This is an optimization exercise on Yosys and OpenROAD, whose aim is small area and a short achievable clock period, not a production implementation. In this exercise RTL edits were held to simulation tests only and were not proved equivalent to the original. Power and IR drop assume default switching activity.

==> inputs of 08-24 <==
## multi_line_buffer
module multi_line_buffer
#(
   parameter int unsigned FLUX       = 2,
   parameter int unsigned DATA_WIDTH = 18,
   parameter int unsigned SIZE_WIDTH = 7,
   parameter int unsigned LINE_DEPTH = 64,
   parameter int unsigned TAPS       = 3,
   parameter int unsigned PAD_MODE   = mulfwd_pkg::PAD_ZERO,
   localparam int unsigned TAG_WIDTH = mulfwd_pkg::tag_width(FLUX)
) (
   input  logic                                      clk,
   input  logic                                      rst,
   input  logic [FLUX-1:0][TAG_WIDTH+DATA_WIDTH-1:0] read_port_in_pel_dout,
   input  logic [FLUX-1:0]                           read_port_in_pel_empty,
   output logic [FLUX-1:0]                           read_port_in_pel_read,
   input  logic [FLUX-1:0][TAG_WIDTH+SIZE_WIDTH-1:0] read_port_ext_size_dout,
   input  logic [FLUX-1:0]                           read_port_ext_size_empty,
   output logic [FLUX-1:0]                           read_port_ext_size_read,
   input  logic [FLUX-1:0][TAG_WIDTH+SIZE_WIDTH-1:0] read_port_real_size_dout,
   input  logic [FLUX-1:0]                           read_port_real_size_empty,
   output logic [FLUX-1:0]                           read_port_real_size_read,
   output logic [TAG_WIDTH+TAPS*DATA_WIDTH-1:0]      write_port_out_pel_din,
   input  logic [FLUX-1:0]                           write_port_out_pel_full,
   output logic [FLUX-1:0]                           write_port_out_pel_write,
   output logic [FLUX-1:0]                           err_size
);
   localparam int unsigned DW = DATA_WIDTH;
   localparam int unsigned WW = 2 * DATA_WIDTH;    
   logic [1:0]      work_q;       
   logic [1:0]      err_q;        
   logic            ptr_q;        
   logic [1:0][5:0] col_q;        
   logic [1:0][5:0] wm1_q;        
   logic [1:0][5:0] pos_q;        
   logic [1:0]      one_q;        
   logic [1:0][6:0] row_q;        
   logic [1:0]      r1_q;         
  ...
clock: 12.0 ns
lec_check: 0
cap_margin: 20
core_margin: 2
core_utilization: 60
cts_cluster_diameter: 100
cts_cluster_size: 25
slew_margin: 20
synth_hierarchical: 1
synth_memory_max_bits: 8192
synth_minimum_keep_size: 0
standard.sh (not shown) runs the stock make flow with config.mk's settings and CLKGATE_MAP_FILE= SYNTH_SCRIPT=/design/flow/synth_recipe.tcl, a recipe that flattens the netlist after the stock synthesis.
==> flow/flow/run.sh <==
#!/bin/bash
# The standard layout (standard synthesis, floorplan, placement, CTS,
# routing) with two changes to how ORFS repairs it:
#  - repair_timing keeps improving setup slack up to 7 ns instead of
#    stopping once slack is positive (the SDC, the clock period and the IO
#    delays are the standard flow's own, unchanged);
#  - antenna repair after detailed routing may run more iterations.
set -euo pipefail
bash standard.sh SETUP_SLACK_MARGIN=7 MAX_REPAIR_ANTENNAS_ITER_DRT=12 finish > flow_make.log 2>&1
==> inputs of 10-04, as changes to 08-24 <==
--- a/flow/design.v
+++ b/flow/design.v
@@ -86,77 +86,69 @@
    logic [1:0][5:0] wm1_q;        
    logic [1:0][5:0] pos_q;        
    logic [1:0]      one_q;        
    logic [1:0][6:0] row_q;        
    logic [1:0]      r1_q;         
    logic [1:0]      r2_q;         
    logic [1:0][WW-1:0] pfn_q;
    logic [LINE_DEPTH-1:0][WW-1:0] ch0, ch1;
+   logic [1:0] elig, pick, fire, fire_w, fire_i;
+   always_comb begin
+      for (int f = 0; f < 2; f++) begin
+         elig[f] = work_q[f] ? (!read_port_in_pel_empty[f] && !write_port_out_pel_full[f])
+                             : (!read_port_ext_size_empty[f] && !read_port_real_size_empty[f]);
+      end
+      pick[0] = elig[0] && (!ptr_q || !elig[1]);
+      pick[1] = elig[1] && ( ptr_q || !elig[0]);
+      fire    = pick & {2{rst}};
+      fire_w  = fire & work_q;
+      fire_i  = fire & ~work_q;
+   end
    logic [1:0] pe, fu, ee, re, nwork, pref;
+   logic [1:0] p_welig, p_ielig, p_nelig;
    assign pe    = read_port_in_pel_empty;
    assign fu    = write_port_out_pel_full;
    assign ee    = read_port_ext_size_empty;
    assign re    = read_port_real_size_empty;
    assign nwork = ~work_q;
    assign pref  = {ptr_q, !ptr_q};
-   logic [1:0] s_welig, s_ielig, s_nelig, fire_w, fire_i;
-   logic       any_elig;
-   for (genvar f = 0; f < 2; f++) begin : g_sel
-      mlb_g_nor3b u_we (.a (pe[f]), .b (fu[f]), .cn (work_q[f]), .y (s_welig[f]));
-      mlb_g_nor3b u_ie (.a (ee[f]), .b (re[f]), .cn (nwork[f]), .y (s_ielig[f]));
-      mlb_g_nor2  u_ne (.a (s_welig[f]), .b (s_ielig[f]), .y (s_nelig[f]));
-      mlb_g_o211a u_fw (.a1 (pref[f]), .a2 (s_nelig[1-f]), .b1 (rst), .c1 (s_welig[f]),
-                        .y (fire_w[f]));
-      mlb_g_o211a u_fi (.a1 (pref[f]), .a2 (s_nelig[1-f]), .b1 (rst), .c1 (s_ielig[f]),
-                        .y (fire_i[f]));
-   end
-   mlb_g_nand2 u_any (.a (s_nelig[0]), .b (s_nelig[1]), .y (any_elig));
-   logic [1:0] p_welig, p_ielig, p_nelig;
    for (genvar f = 0; f < 2; f++) begin : g_port
       mlb_g_nor3b u_we (.a (pe[f]), .b (fu[f]), .cn (work_q[f]), .y (p_welig[f]));
       mlb_g_nor3b u_ie (.a (ee[f]), .b (re[f]), .cn (nwork[f]), .y (p_ielig[f]));
       mlb_g_nor2  u_ne (.a (p_welig[f]), .b (p_ielig[f]), .y (p_nelig[f]));
       mlb_g_o211a u_pr (.a1 (pref[f]), .a2 (p_nelig[1-f]), .b1 (rst), .c1 (p_welig[f]),
                         .y (read_port_in_pel_read[f]));
       mlb_g_o211a u_wr (.a1 (pref[f]), .a2 (p_nelig[1-f]), .b1 (rst), .c1 (p_welig[f]),
                         .y (write_port_out_pel_write[f]));
       mlb_g_o211a u_er (.a1 (pref[f]), .a2 (p_nelig[1-f]), .b1 (rst), .c1 (p_ielig[f]),
                         .y (read_port_ext_size_read[f]));
       mlb_g_o211a u_rr (.a1 (pref[f]), .a2 (p_nelig[1-f]), .b1 (rst), .c1 (p_ielig[f]),
                         .y (read_port_real_size_read[f]));
    end
-   localparam int unsigned NTAG = TAPS * DW + 1;
-   localparam int unsigned NSET = 9;
-   logic e01n, e2, e3;
-   assign e01n = !((!ptr_q && work_q[1] && !work_q[0]) || (ptr_q && !work_q[0]));
-   assign e2   = !ptr_q && work_q[1];
-   assign e3   = ptr_q && work_q[1];
-   logic [NSET-1:0] g1, g2, g3;
-   for (genvar k = 0; k < NSET; k++) begin : g_tset
-      logic wv1;
-      mlb_g_nand2 u_g1 (.a (e2), .b (pe[0]), .y (g1[k]));
-      mlb_g_nand2 u_g2 (.a (e2), .b (fu[0]), .y (g2[k]));
-      mlb_g_nor2  u_w1 (.a (pe[1]), .b (fu[1]), .y (wv1));
-      mlb_g_nand2 u_g3 (.a (e3), .b (wv1), .y (g3[k]));
-   end
-   logic [NTAG-1:0] tag;
-   for (genvar k = 0; k < NTAG; k++) begin : g_tag
-      mlb_g_nand4 u_t (.a (e01n), .b (g1[k % NSET]), .c (g2[k % NSET]), .d (g3[k % NSET]),
-                       .y (tag[k]));
-   end
+   logic [2:0] tag;
+   logic [2:0] t0, t1;
+   mlb_g_nor3b u_t00 (.a (pe[0]), .b (fu[0]), .cn (work_q[0]), .y (t0[0]));
+   mlb_g_o31a  u_t01 (.a1 (pe[1]), .a2 (fu[1]), .a3 (nwork[1]), .b1 (work_q[0]), .y (t1[0]));
+   mlb_g_mux2i u_t0  (.a0 (t0[0]), .a1 (t1[0]), .s (ptr_q), .y (tag[0]));
+   mlb_g_o31ai u_t10 (.a1 (pe[0]), .a2 (fu[0]), .a3 (nwork[0]), .b1 (work_q[1]), .y (t0[1]));
+   mlb_g_o31a  u_t11 (.a1 (pe[1]), .a2 (fu[1]), .a3 (nwork[1]), .b1 (work_q[0]), .y (t1[1]));
+   mlb_g_mux2i u_t1  (.a0 (t0[1]), .a1 (t1[1]), .s (ptr_q), .y (tag[1]));
+   mlb_g_o31a  u_t20 (.a1 (pe[0]), .a2 (fu[0]), .a3 (nwork[0]), .b1 (work_q[1]), .y (t0[2]));
+   mlb_g_nor3b u_t21 (.a (pe[1]), .b (fu[1]), .cn (work_q[1]), .y (t1[2]));
+   mlb_g_mux2  u_t2  (.a0 (t0[2]), .a1 (t1[2]), .s (ptr_q), .y (tag[2]));
    logic [1:0][TAPS*DW-1:0] col_n;
    always_comb begin
       for (int f = 0; f < 2; f++) begin
          col_n[f] = {pfn_q[f], ~read_port_in_pel_dout[f][DW-1:0]};
       end
    end
    assign write_port_out_pel_din[TAPS*DW] = tag[0];
    for (genvar i = 0; i < TAPS*DW; i++) begin : g_out
-      mlb_g_mux2i u_o (.a0 (col_n[0][i]), .a1 (col_n[1][i]), .s (tag[i + 1]),
+      mlb_g_mux2i u_o (.a0 (col_n[0][i]), .a1 (col_n[1][i]), .s (tag[i / 19]),
                        .y (write_port_out_pel_din[i]));
    end
    assign err_size = err_q;
    logic [1:0][LINE_DEPTH-1:0] rsel;
    logic [1:0][WW-1:0]         wd, rd;
    logic [1:0]                 nr1, nr2, eol;
    always_comb begin
       for (int f = 0; f < 2; f++) begin
@@ -182,25 +174,19 @@
       mlb_sel_or #(.N(LINE_DEPTH), .W(1)) u_rd0 (
          .sel ({one_q[0], rsel[0]}), .din (col0), .dout (rd[0][b]));
       mlb_sel_or #(.N(LINE_DEPTH), .W(1)) u_rd1 (
          .sel ({one_q[1], rsel[1]}), .din (col1), .dout (rd[1][b]));
    end
    localparam int unsigned SEG  = 8;
    localparam int unsigned NSEG = LINE_DEPTH / SEG;
    logic [1:0][NSEG-1:0] shift;
-   logic [1:0] h_welig, h_ielig, h_nelig;
-   for (genvar f = 0; f < 2; f++) begin : g_hsel
-      mlb_g_nor3b u_we (.a (pe[f]), .b (fu[f]), .cn (work_q[f]), .y (h_welig[f]));
-      mlb_g_nor3b u_ie (.a (ee[f]), .b (re[f]), .cn (nwork[f]), .y (h_ielig[f]));
-      mlb_g_nor2  u_ne (.a (h_welig[f]), .b (h_ielig[f]), .y (h_nelig[f]));
-   end
    for (genvar f = 0; f < 2; f++) begin : g_shift
       for (genvar g = 0; g < NSEG; g++) begin : g_seg
-         mlb_g_o211a u_sh (.a1 (pref[f]), .a2 (h_nelig[1-f]), .b1 (rst), .c1 (h_welig[f]),
+         mlb_g_o211a u_sh (.a1 (pref[f]), .a2 (p_nelig[1-f]), .b1 (rst), .c1 (p_welig[f]),
                            .y (shift[f][g]));
       end
    end
    always_ff @(posedge clk) begin
       for (int g = 0; g < NSEG; g++) begin
          if (shift[0][g]) begin
             for (int a = g * SEG; a < (g + 1) * SEG; a++)
                ch0[a] <= (a == 0) ? wd[0] : ch0[a-1];
@@ -241,17 +227,17 @@
       end
    end
    always_ff @(posedge clk or negedge rst) begin
       if (!rst) begin
          work_q <= '0;
          err_q  <= '0;
          ptr_q  <= 1'b0;
       end else begin
-         if (any_elig) ptr_q <= fire_w[0] || fire_i[0];
+         if (|elig) ptr_q <= pick[0];
          for (int f = 0; f < 2; f++) begin
             if (fire_i[f]) begin
                if (read_port_real_size_dout[f][6:0] == 7'd0 ||
                    read_port_ext_size_dout[f][6:0] == 7'd0) begin
                   err_q[f] <= 1'b1;
                end else begin
                   work_q[f] <= 1'b1;
                   if (read_port_real_size_dout[f][6] && read_port_real_size_dout[f][5:0] != 6'd0)
@@ -316,14 +302,8 @@
    assign y = (a1 || a2) && b1 && c1;
 endmodule
 module mlb_g_mux2 (input logic a0, a1, s, output logic y);
    assign y = s ? a1 : a0;
 endmodule
 module mlb_g_mux2i (input logic a0, a1, s, output logic y);
    assign y = !(s ? a1 : a0);
 endmodule
-module mlb_g_nand2 (input logic a, b, output logic y);
-   assign y = !(a && b);
-endmodule
-module mlb_g_nand4 (input logic a, b, c, d, output logic y);
-   assign y = !(a && b && c && d);
-endmodule
==> inputs of 07-15, as changes to 08-24 <==
--- a/flow/design.v
+++ b/flow/design.v
@@ -86,77 +86,72 @@
    logic [1:0][5:0] wm1_q;        
    logic [1:0][5:0] pos_q;        
    logic [1:0]      one_q;        
    logic [1:0][6:0] row_q;        
    logic [1:0]      r1_q;         
    logic [1:0]      r2_q;         
    logic [1:0][WW-1:0] pfn_q;
    logic [LINE_DEPTH-1:0][WW-1:0] ch0, ch1;
+   logic [1:0] elig, pick, fire, fire_w, fire_i;
+   always_comb begin
+      for (int f = 0; f < 2; f++) begin
+         elig[f] = work_q[f] ? (!read_port_in_pel_empty[f] && !write_port_out_pel_full[f])
+                             : (!read_port_ext_size_empty[f] && !read_port_real_size_empty[f]);
+      end
+      pick[0] = elig[0] && (!ptr_q || !elig[1]);
+      pick[1] = elig[1] && ( ptr_q || !elig[0]);
+      fire    = pick & {2{rst}};
+      fire_w  = fire & work_q;
+      fire_i  = fire & ~work_q;
+   end
    logic [1:0] pe, fu, ee, re, nwork, pref;
+   logic [1:0] p_welig, p_ielig, p_nelig;
    assign pe    = read_port_in_pel_empty;
    assign fu    = write_port_out_pel_full;
    assign ee    = read_port_ext_size_empty;
    assign re    = read_port_real_size_empty;
    assign nwork = ~work_q;
    assign pref  = {ptr_q, !ptr_q};
-   logic [1:0] s_welig, s_ielig, s_nelig, fire_w, fire_i;
-   logic       any_elig;
-   for (genvar f = 0; f < 2; f++) begin : g_sel
-      mlb_g_nor3b u_we (.a (pe[f]), .b (fu[f]), .cn (work_q[f]), .y (s_welig[f]));
-      mlb_g_nor3b u_ie (.a (ee[f]), .b (re[f]), .cn (nwork[f]), .y (s_ielig[f]));
-      mlb_g_nor2  u_ne (.a (s_welig[f]), .b (s_ielig[f]), .y (s_nelig[f]));
-      mlb_g_o211a u_fw (.a1 (pref[f]), .a2 (s_nelig[1-f]), .b1 (rst), .c1 (s_welig[f]),
-                        .y (fire_w[f]));
-      mlb_g_o211a u_fi (.a1 (pref[f]), .a2 (s_nelig[1-f]), .b1 (rst), .c1 (s_ielig[f]),
-                        .y (fire_i[f]));
-   end
-   mlb_g_nand2 u_any (.a (s_nelig[0]), .b (s_nelig[1]), .y (any_elig));
-   logic [1:0] p_welig, p_ielig, p_nelig;
    for (genvar f = 0; f < 2; f++) begin : g_port
       mlb_g_nor3b u_we (.a (pe[f]), .b (fu[f]), .cn (work_q[f]), .y (p_welig[f]));
       mlb_g_nor3b u_ie (.a (ee[f]), .b (re[f]), .cn (nwork[f]), .y (p_ielig[f]));
       mlb_g_nor2  u_ne (.a (p_welig[f]), .b (p_ielig[f]), .y (p_nelig[f]));
       mlb_g_o211a u_pr (.a1 (pref[f]), .a2 (p_nelig[1-f]), .b1 (rst), .c1 (p_welig[f]),
                         .y (read_port_in_pel_read[f]));
       mlb_g_o211a u_wr (.a1 (pref[f]), .a2 (p_nelig[1-f]), .b1 (rst), .c1 (p_welig[f]),
                         .y (write_port_out_pel_write[f]));
       mlb_g_o211a u_er (.a1 (pref[f]), .a2 (p_nelig[1-f]), .b1 (rst), .c1 (p_ielig[f]),
                         .y (read_port_ext_size_read[f]));
       mlb_g_o211a u_rr (.a1 (pref[f]), .a2 (p_nelig[1-f]), .b1 (rst), .c1 (p_ielig[f]),
                         .y (read_port_real_size_read[f]));
    end
-   localparam int unsigned NTAG = TAPS * DW + 1;
-   localparam int unsigned NSET = 9;
+   localparam int unsigned NTAG = 5;
    logic e01n, e2, e3;
    assign e01n = !((!ptr_q && work_q[1] && !work_q[0]) || (ptr_q && !work_q[0]));
    assign e2   = !ptr_q && work_q[1];
    assign e3   = ptr_q && work_q[1];
-   logic [NSET-1:0] g1, g2, g3;
-   for (genvar k = 0; k < NSET; k++) begin : g_tset
-      logic wv1;
-      mlb_g_nand2 u_g1 (.a (e2), .b (pe[0]), .y (g1[k]));
-      mlb_g_nand2 u_g2 (.a (e2), .b (fu[0]), .y (g2[k]));
-      mlb_g_nor2  u_w1 (.a (pe[1]), .b (fu[1]), .y (wv1));
-      mlb_g_nand2 u_g3 (.a (e3), .b (wv1), .y (g3[k]));
-   end
    logic [NTAG-1:0] tag;
    for (genvar k = 0; k < NTAG; k++) begin : g_tag
-      mlb_g_nand4 u_t (.a (e01n), .b (g1[k % NSET]), .c (g2[k % NSET]), .d (g3[k % NSET]),
-                       .y (tag[k]));
+      logic g1, g2, g3, wv1;
+      mlb_g_nand2 u_g1 (.a (e2), .b (pe[0]), .y (g1));
+      mlb_g_nand2 u_g2 (.a (e2), .b (fu[0]), .y (g2));
+      mlb_g_nor2  u_w1 (.a (pe[1]), .b (fu[1]), .y (wv1));
+      mlb_g_nand2 u_g3 (.a (e3), .b (wv1), .y (g3));
+      mlb_g_nand4 u_t  (.a (e01n), .b (g1), .c (g2), .d (g3), .y (tag[k]));
    end
    logic [1:0][TAPS*DW-1:0] col_n;
    always_comb begin
       for (int f = 0; f < 2; f++) begin
          col_n[f] = {pfn_q[f], ~read_port_in_pel_dout[f][DW-1:0]};
       end
    end
    assign write_port_out_pel_din[TAPS*DW] = tag[0];
    for (genvar i = 0; i < TAPS*DW; i++) begin : g_out
-      mlb_g_mux2i u_o (.a0 (col_n[0][i]), .a1 (col_n[1][i]), .s (tag[i + 1]),
+      mlb_g_mux2i u_o (.a0 (col_n[0][i]), .a1 (col_n[1][i]), .s (tag[(i + 1) / 11]),
                        .y (write_port_out_pel_din[i]));
    end
    assign err_size = err_q;
    logic [1:0][LINE_DEPTH-1:0] rsel;
    logic [1:0][WW-1:0]         wd, rd;
    logic [1:0]                 nr1, nr2, eol;
    always_comb begin
       for (int f = 0; f < 2; f++) begin
@@ -182,25 +177,25 @@
       mlb_sel_or #(.N(LINE_DEPTH), .W(1)) u_rd0 (
          .sel ({one_q[0], rsel[0]}), .din (col0), .dout (rd[0][b]));
       mlb_sel_or #(.N(LINE_DEPTH), .W(1)) u_rd1 (
          .sel ({one_q[1], rsel[1]}), .din (col1), .dout (rd[1][b]));
    end
    localparam int unsigned SEG  = 8;
    localparam int unsigned NSEG = LINE_DEPTH / SEG;
    logic [1:0][NSEG-1:0] shift;
-   logic [1:0] h_welig, h_ielig, h_nelig;
-   for (genvar f = 0; f < 2; f++) begin : g_hsel
-      mlb_g_nor3b u_we (.a (pe[f]), .b (fu[f]), .cn (work_q[f]), .y (h_welig[f]));
-      mlb_g_nor3b u_ie (.a (ee[f]), .b (re[f]), .cn (nwork[f]), .y (h_ielig[f]));
-      mlb_g_nor2  u_ne (.a (h_welig[f]), .b (h_ielig[f]), .y (h_nelig[f]));
+   logic [1:0] s_welig, s_ielig, s_nelig;
+   for (genvar f = 0; f < 2; f++) begin : g_sel
+      mlb_g_nor3b u_we (.a (pe[f]), .b (fu[f]), .cn (work_q[f]), .y (s_welig[f]));
+      mlb_g_nor3b u_ie (.a (ee[f]), .b (re[f]), .cn (nwork[f]), .y (s_ielig[f]));
+      mlb_g_nor2  u_ne (.a (s_welig[f]), .b (s_ielig[f]), .y (s_nelig[f]));
    end
    for (genvar f = 0; f < 2; f++) begin : g_shift
       for (genvar g = 0; g < NSEG; g++) begin : g_seg
-         mlb_g_o211a u_sh (.a1 (pref[f]), .a2 (h_nelig[1-f]), .b1 (rst), .c1 (h_welig[f]),
+         mlb_g_o211a u_sh (.a1 (pref[f]), .a2 (s_nelig[1-f]), .b1 (rst), .c1 (s_welig[f]),
                            .y (shift[f][g]));
       end
    end
    always_ff @(posedge clk) begin
       for (int g = 0; g < NSEG; g++) begin
          if (shift[0][g]) begin
             for (int a = g * SEG; a < (g + 1) * SEG; a++)
                ch0[a] <= (a == 0) ? wd[0] : ch0[a-1];
@@ -241,17 +236,17 @@
       end
    end
    always_ff @(posedge clk or negedge rst) begin
       if (!rst) begin
          work_q <= '0;
          err_q  <= '0;
          ptr_q  <= 1'b0;
       end else begin
-         if (any_elig) ptr_q <= fire_w[0] || fire_i[0];
+         if (|elig) ptr_q <= pick[0];
          for (int f = 0; f < 2; f++) begin
             if (fire_i[f]) begin
                if (read_port_real_size_dout[f][6:0] == 7'd0 ||
                    read_port_ext_size_dout[f][6:0] == 7'd0) begin
                   err_q[f] <= 1'b1;
                end else begin
                   work_q[f] <= 1'b1;
                   if (read_port_real_size_dout[f][6] && read_port_real_size_dout[f][5:0] != 6'd0)
==> flow/config.mk (replaced) <==
export PLATFORM = sky130hd
export DESIGN_NAME = multi_line_buffer
export DESIGN_NICKNAME = multi_line_buffer
export VERILOG_FILES = /design/flow/design.v
export SDC_FILE = /design/flow/constraint.sdc
export NUM_CORES = 4
export LEC_CHECK = 0
export CAP_MARGIN = 20
export CORE_MARGIN = 2
export CORE_UTILIZATION = 68
export CTS_CLUSTER_DIAMETER = 100
export CTS_CLUSTER_SIZE = 25
export SLEW_MARGIN = 20
export SYNTH_HIERARCHICAL = 1
export SYNTH_MEMORY_MAX_BITS = 8192
export SYNTH_MINIMUM_KEEP_SIZE = 0
==> qor summary <==
	08-24	07-15	10-04
Post-route cell area	0.181 mm2	0.180 mm2	0.182 mm2
Highest clock rate	172 MHz	164 MHz	159 MHz
Finished Layout Cells	12130	11562	12082
Status	finished clean	finished clean	finished clean
Layout Nets	8419	8354	8376
Vias per std cell	7.57	7.95	7.53
Final-layout non-clock buffer area share	1.65%	1.85%	2.13%
GR Util met3	4.85%	6.52%	5.20%
Tot GR Track Use	34.9%	38.8%	35.2%
Clock-cell share of area	3.24%	3.19%	3.18%
Plain + repair buffers	361	377	420
Simple-gate share of the synthesized area	3.33%	3.11%	3.06%
Net load switching power	6120 uW	6170 uW	6400 uW

port drivers added, routing unchanged:
Ports are ideal in the flow. The routed layouts listed here were re-timed in OpenROAD.
Step 1 (the two cells are an assumption about what drives the block):
set clk [get_ports {clk}]
set_driving_cell -lib_cell sky130_fd_sc_hd__clkbuf_16 $clk
set_driving_cell -lib_cell sky130_fd_sc_hd__buf_2 [delete_from_list [all_inputs] $clk]
Step 2 moves the port delays by t, midway between the first and last clock arrival at a register: inputs arrive t later, outputs are due t later. That takes back most of the time a late clock gives input paths.
Slacks: ideal / step 1 / step 2; pairs: ideal / step 1.
| run | shift t [ns] | slack for setup (ns) | clock arrival spread, ns |
|---|---|---|---|
| 08-24 | 1.030 | 6.195 / 6.065 / 5.985 | 0.043 / 0.042 |
| 10-04 | 1.038 | 5.691 / 5.645 / 5.645 | 0.042 / 0.043 |
| 07-15 | 1.026 | 5.892 / 5.844 / 5.844 | 0.050 / 0.050 |
After both steps setup and hold are still met in every run listed. The setup slack of 08-24, which loses most, moves by -0.130 ns with the drivers and by -0.210 ns with both steps.
